Context: an optimization exercise on an open-source flow, tuned for small area, a short achievable clock period and few clock cycles per item. The choices shown serve that exercise and are no tape-out recipe. Function was not checked in any run shown here: the RTL went through the layout flow alone. Power and IR drop assume default switching activity.

==> flow/design.v, too long to show whole: its modules and the start of the top module <==
// module math_core_alu: 925 lines
module math_core_alu #(
    parameter int DW = 32,
    parameter int CW = 32
) (
    input  logic          clk,
    input  logic          rst,
    input  logic [0:1]    mode,
    input  logic          in_valid,
    output logic          in_ready,
    input  logic [0:DW-1] ain,
    input  logic [0:DW-1] bin,
    output logic          out_valid,
    input  logic          out_ready,
    output logic [0:DW-1] result,
    output logic          ovf,
    output logic [0:CW-1] statistic,
    input  logic          stat_ld,
    input  logic [0:CW-1] stat_din,
    input  logic          flush,
    output logic          busy
);
  // ...
==> flow/flow/run.sh <==
#!/bin/bash
# The standard layout, with plain buf_1 port buffers and a tighter setup target
# for timing repair; the log of the whole make run goes to standard.log.
bash standard.sh BUFFER_PORTS_ARGS="-buffer_cell sky130_fd_sc_hd__buf_1" SETUP_SLACK_MARGIN=5.6 finish > standard.log 2>&1
==> flow/standard.sh <==
#!/bin/bash
# synth_recipe.tcl (not shown) runs the flow's synth.tcl, then flattens the netlist and writes it again
# the make line also repeats each setting of config.mk as NAME=value (left out here)
make -C /OpenROAD-flow-scripts/flow DESIGN_CONFIG=/design/flow/config.mk WORK_HOME=/design/flow/orfs CLKGATE_MAP_FILE= SYNTH_SCRIPT=/design/flow/synth_recipe.tcl "${@:-finish}"
==> flow/config.mk <==
export PLATFORM = sky130hd
export DESIGN_NAME = math_core_alu
export DESIGN_NICKNAME = math_core_alu
export VERILOG_FILES = /design/flow/design.v
export SDC_FILE = /design/flow/constraint.sdc
export NUM_CORES = 4
export LEC_CHECK = 0
export ABC_AREA = 1
export CAP_MARGIN = 20
export CORE_MARGIN = 2
export CORE_UTILIZATION = 40
export SLEW_MARGIN = 20
==> flow/constraint.sdc <==
create_clock -name core_clock -period 10.0 [get_ports {clk}]
set_input_delay 2.0000 -clock core_clock [delete_from_list [all_inputs] [get_ports {clk}]]
set_output_delay 2.0000 -clock core_clock [all_outputs]
set_load 0.01 [all_outputs]
==> flow_metrics.py, run 1 <==
metrics = {
    "route": {
        "wl_met3_um": 9370,
        "wire_per_inst_um": 24.5,
        "route.top_layer_used": "met4",
        "drc": 0,
        "vias": 20400,
    },
    "placed_design": {
        "routabilityCongestion": 0.950,
    },
    "power_and_ir_drop": {
        "combPwrFrac_pct": 75.7,
        "power_w": 0.00701,
        "p_leak_nw": 11.7,
        "power_sequential_w": 0.00104,
        "top_power_group": "combinational cells",
        "swShare_pct": 48.6,
        "ir_drop_v": 0.000188,
        "p_per_area_nw_per_um2": 262,
    },
    "yosys": {
        "ys_top_cells_by_area": "fa_1 (20%), edfxtp_1 (18%), xor2_1 (13%)",
        "synth-adder-area-share_pct": 25.5,
        "synth-seq-cells": 158,
        "synth_top_area_share_pct": 19.7,
        "synth_compound_area_share_pct": 15.2,
        "synth_mux_area_share_pct": 0,
    },
    "finish": {
        "multi_input_area_um2": 15900,
        "top_area_cell_class": "multi-input gates",
        "final_cells": 3451,
        "layout_commonest_cell": "nand2_1",
        "antenna_cells": 1,
    },
    "floorplanning": {
        "die-width_um": 232,
        "nWellTaps": 680,
        "coreArea_um2": 51400,
    },
    "critical_path": {
        "reg2reg_slack_ns": 5.09,
        "cpLargestDelayFamily": "compound AO/OA/AOI/OAI gates",
        "cp-end-kind": "output port",
        "r2r-end": "c2[27]",
    },
    "clock_tree": {
        "root_buffer": "clkbuf_16",
        "cts.path.max_buffers": 2,
        "clkTransAtPathRegs_ns": 0.07,
    },
    "grt": {
        "met3_usage_pct": 8.78,
        "grtUsageMet2_pct": 49.5,
    },
    "worst_hold_path": {
        "hold_class": "reg -> reg",
        "min_path_cells": 1,
    },
    "timing": {
        "slew_viol_final": 0,
        "worst_slack_ns": 4.97,
        "period_minus_slack_ns": 5.03,
        "rsz0062_at_grt": "true",
    },
    "outcome": {
        "status": "complete, no violations",
    },
}
==> run 2: changes to the inputs <==
--- a/flow/design.v
+++ b/flow/design.v
@@ -18,17 +18,17 @@
     input  logic [0:CW-1] stat_din,
     input  logic          flush,
     output logic          busy
 );
     logic [31:0]   a1;
     logic [31:0]   b1;
     logic [1:0]    m1;
     logic          v1;
-    localparam int K = 12;
+    localparam int K = 16;
     logic [31:K]   s2;
     logic [31:K]   c2;
     logic [K-1:0]  lo2;
     logic          ck2;
     logic          k1_2;
     logic          k2_2;
     logic          mulp2;
     logic [2-1:0] l32_2;
==> run 2 against run 1 <==
First-iteration DRC count shrank 10%. Clock skew grew 0.0012 ns. Cell count grew 1.9%. Sequential power is essentially flat. Clock power grew 4.1%. Synthesized area is essentially flat. Register-to-register slack lost 0.08 ns. Combinational power grew 2%. Sequential share of layout area shrank 0.51 points. Global-route usage shrank 0.27 points.
==> flow_metrics.py, run 2 <==
metrics = {
    "timing": {
        "finalCritPeriodShare_pct": 49.9,
        "setup_viol": 0,
        "worst_pin_slew_ns": 0.953,
        "slew_headroom_pct": 36.3,
        "rsz0062_at_grt": "true",
        "tns_ns": 0,
        "slew_viol_final": 0,
        "period_minus_slack_ns": 4.99,
        "clock_skew_ns": 0.0197,
        "hold_viol": 0,
        "fmax_mhz": 200,
    },
    "grt": {
        "grt_overflow_total": 0,
        "antenna_found_initial": 3,
        "grt_usage_pct": 31.5,
        "grt_max_degree": 61,
        "grt_pass1_vias": 20900,
        "grt_pass1_wl_um": 126000,
    },
    "run": {
        "max_cap_viol_count": 0,
    },
    "route": {
        "vias": 20600,
        "drtPass1Iterations": 5,
        "antenna_left": 0,
        "drt_iter0_markers": 2082,
        "vias_per_cell": 5.86,
        "drc": 0,
        "wire_per_inst_um": 24.3,
        "drt-total-wl_um": 85600,
    },
    "placed_design": {
        "placed_area_um2": 22200,
        "dp_hpwl_um": 53300,
        "routabilityCongestion": 0.944,
        "port_buffers": 171,
    },
    "yosys": {
        "synth_area_um2": 20800,
        "synth_xor_area_share_pct": 14.5,
        "postSynthCellCount": 2490,
        "synth-seq-cells": 154,
        "synth_edf_count": 120,
        "synth-seq-area-share_pct": 21.4,
        "synth_area_leader_cell": "fa_1",
        "ys_top_cells_by_area": "fa_1 (20%), edfxtp_1 (17%), xor2_1 (13%)",
        "synth_warnings": 1,
        "synth_top_family_by_area": "adder cells",
        "syn_avg_cell_area_um2": 8.36,
        "async_reset_ff_share_pct": 22.1,
        "synth_common_cells": "nand2_1 (414), inv_1 (347), xor2_1 (320)",
        "synth_mux_area_share_pct": 0.0481,
        "synth.distinct_cells": 58,
        "synth_compound_area_share_pct": 15.3,
        "synth_most_common_cell": "nand2_1",
        "synth_top_area_share_pct": 19.7,
        "synth-adder-area-share_pct": 25.5,
        "synth_fp_nets": 2895,
        "synth_ff_type": "edfxtp_1",
        "synthSimpleGateAreaFrac_pct": 13.3,
    },
    "critical_path": {
        "path_max_fanout": 6,
        "required_ns": 10.31,
        "cp.arrival_ns": 5.30,
        "critPathLaunch": "b1[2]",
        "crit_path_max_incr_delay_ns": 0.57,
        "worstSetupStartpointType": "flop",
        "critPathKind": "reg -> reg",
        "rr_startpoint": "b1[2]",
        "critPathSlowestCell": "fa_2",
        "worstPathCellList": "buf_6 > nand2_4 > inv_2 > nor2_4 > inv_4 > buf_12 > buf_6 > o22ai_4 > xor2_2 > fa_2 > inv_2 > fa_2 > inv_2 > fa_2 > inv_2 > fa_1 > fa_2 > inv_2 > fa_2 > nand2_1 > o211ai_1",
        "cp-end-kind": "flop",
        "reg2reg_depth": 21,
    },
    "finish": {
        "design_area_um2": 26800,
        "reg_top3": "a1: 32 flops, b1: 32 flops, r_stat: 32 flops",
        "final_cell_mix": "nand2_1 (373), xor2_1 (305), inv_1 (274)",
        "synthToLayoutAreaGrowth_pct": 28.9,
        "drive_above_1_share_pct": 25.6,
        "final_nets": 3225,
        "layout_commonest_cell": "nand2_1",
    },
    "worst_hold_path": {
        "hold_class": "reg -> reg",
        "worstHoldStart": "r_stat[0]",
        "min_path_cells": 1,
    },
    "floorplanning": {
        "die-width_um": 232,
        "coreArea_um2": 51400,
        "dieArea_um2": 53900,
        "rows": 83,
        "start_util_pct": 40.5,
        "io_pins": 172,
        "dieHeight_um": 232,
    },
    "power_and_ir_drop": {
        "p_leak_nw": 11.8,
        "ir_drop_v": 0.000134,
        "p_per_area_nw_per_um2": 265,
    },
    "clock_tree": {
        "clkTransAtPathRegs_ns": 0.07,
        "cts_sinks": 154,
        "ctsHtreeMaxLevel": 4,
        "cts_tree": "yes",
        "clk_latency_ns": 0.51,
        "numCtsBuffers": 17,
        "root_buffer": "clkbuf_16",
        "cts.path.max_buffers": 2,
    },
    "outcome": {
        "status": "complete, no violations",
    },
}
[run 2: final timing paths]
path | endpoint | slack (ns)
max in group asynchronous | v2 | 7.81
max reg2reg | c2[27] | 5.01
min reg2reg | r_stat[0] | 0.56
min in group asynchronous | r_stat[16] | 1.62
min | r_stat[0] | 0.56
max | c2[27] | 5.01
[run 2: kinds of logic after synthesis]
kind of cell,count (synthesis)
simple gates,647
buf+inv,525
compound gates,517
xor+xnor,345
fa+ha+maj,301
flops,154
mux,1
[run 2: metrics by stage]
step                      worst slack [ns]  util, %  power (W)  instances  hold WS, ns
after floorplan                       5.15        -    0.00425       2490        0.524
after global placement                3.92     43.2    0.00539       3225        0.529
after detailed placement              4.04     43.2    0.00551       3225        0.539
after CTS                             5.07     50.2    0.00675       3457        0.555
after global routing                  4.80     52.2    0.00783       3514        0.578
final                                 5.01     52.2    0.00711       3516        0.557
[run 2: power breakdown]
group / switching [W] / total, W / internal (W)
registers: 0.000109 / 0.00102 / 0.000911
logic: 0.00302 / 0.00541 / 0.00238
clock network: 0.000309 / 0.000683 / 0.000374
total: 0.00344 / 0.00711 / 0.00367
[run 2: cell type report]
| class | count | area [um2] |
|---|---|---|
| fillers | 4749 | 24600 |
| well taps | 680 | 851 |
| inverters | 375 | 1590 |
| clock buffers | 23 | 526 |
| clock inverters | 9 | 71.3 |
| diodes | 3 | 7.51 |
| multi-input cells | 1815 | 15800 |
| repair buffers | 450 | 3450 |
| repair inverters | 7 | 56.3 |
| flip-flops and latches | 154 | 4450 |
[run 2: repair_timing]
action,4_1_cts,5_1_grt
setup endpoints to repair,63,58
hold buffers,0,0
gates resized for setup,323,153
pin swaps,108,106
gates cloned,18,1
setup buffers,182,55
[run 2: routing by layer]
layer / GRT usage (%) / wire [um] / vias to the layer above
met5: 0 / 0 / -
met4: 20.1 / 5990 / 0
met3: 8.94 / 9270 / 412
met2: 47.4 / 37400 / 1303
met1: 39.6 / 33000 / 9976
li1: - / - / 8896
[run 2: worst max-delay path: cells and delay by family, from the launching register on]
kind / cells / cell delay [ns]
compound gates: 2 / 0.27
xor+xnor: 1 / 0.10
fa+ha+maj: 6 / 2.93
buf+inv: 9 / 0.74
flops: 1 / 0.50
simple gates: 3 / 0.24

## port drivers added, routing unchanged
No port has a modelled driver above. Below, the same layouts with a new extraction and two added sets of constraints. Step 1: set_driving_cell puts a clkbuf_16 on clk and a buf_2 on each other input, an assumption about the parent block. Step 2, shift: input delay + t, output delay - t, t = (earliest + latest rising clock arrival at the registers) / 2. This alone moves slack from input paths to output paths. Three values: ideal, step 1, step 2; two values: the first two.
run | t, ns | setup slack, ns | worst hold slack (ns) | cell pins on the clock port's net
run 1 | 0.557 | 4.969 / 4.907 / 5.090 | 0.584 / 0.584 / 0.584 | 1
run 2 | 0.553 | 5.007 / 5.007 / 5.007 | 0.557 / 0.557 / 0.557 | 1
After both steps setup and hold are still met in every run listed.
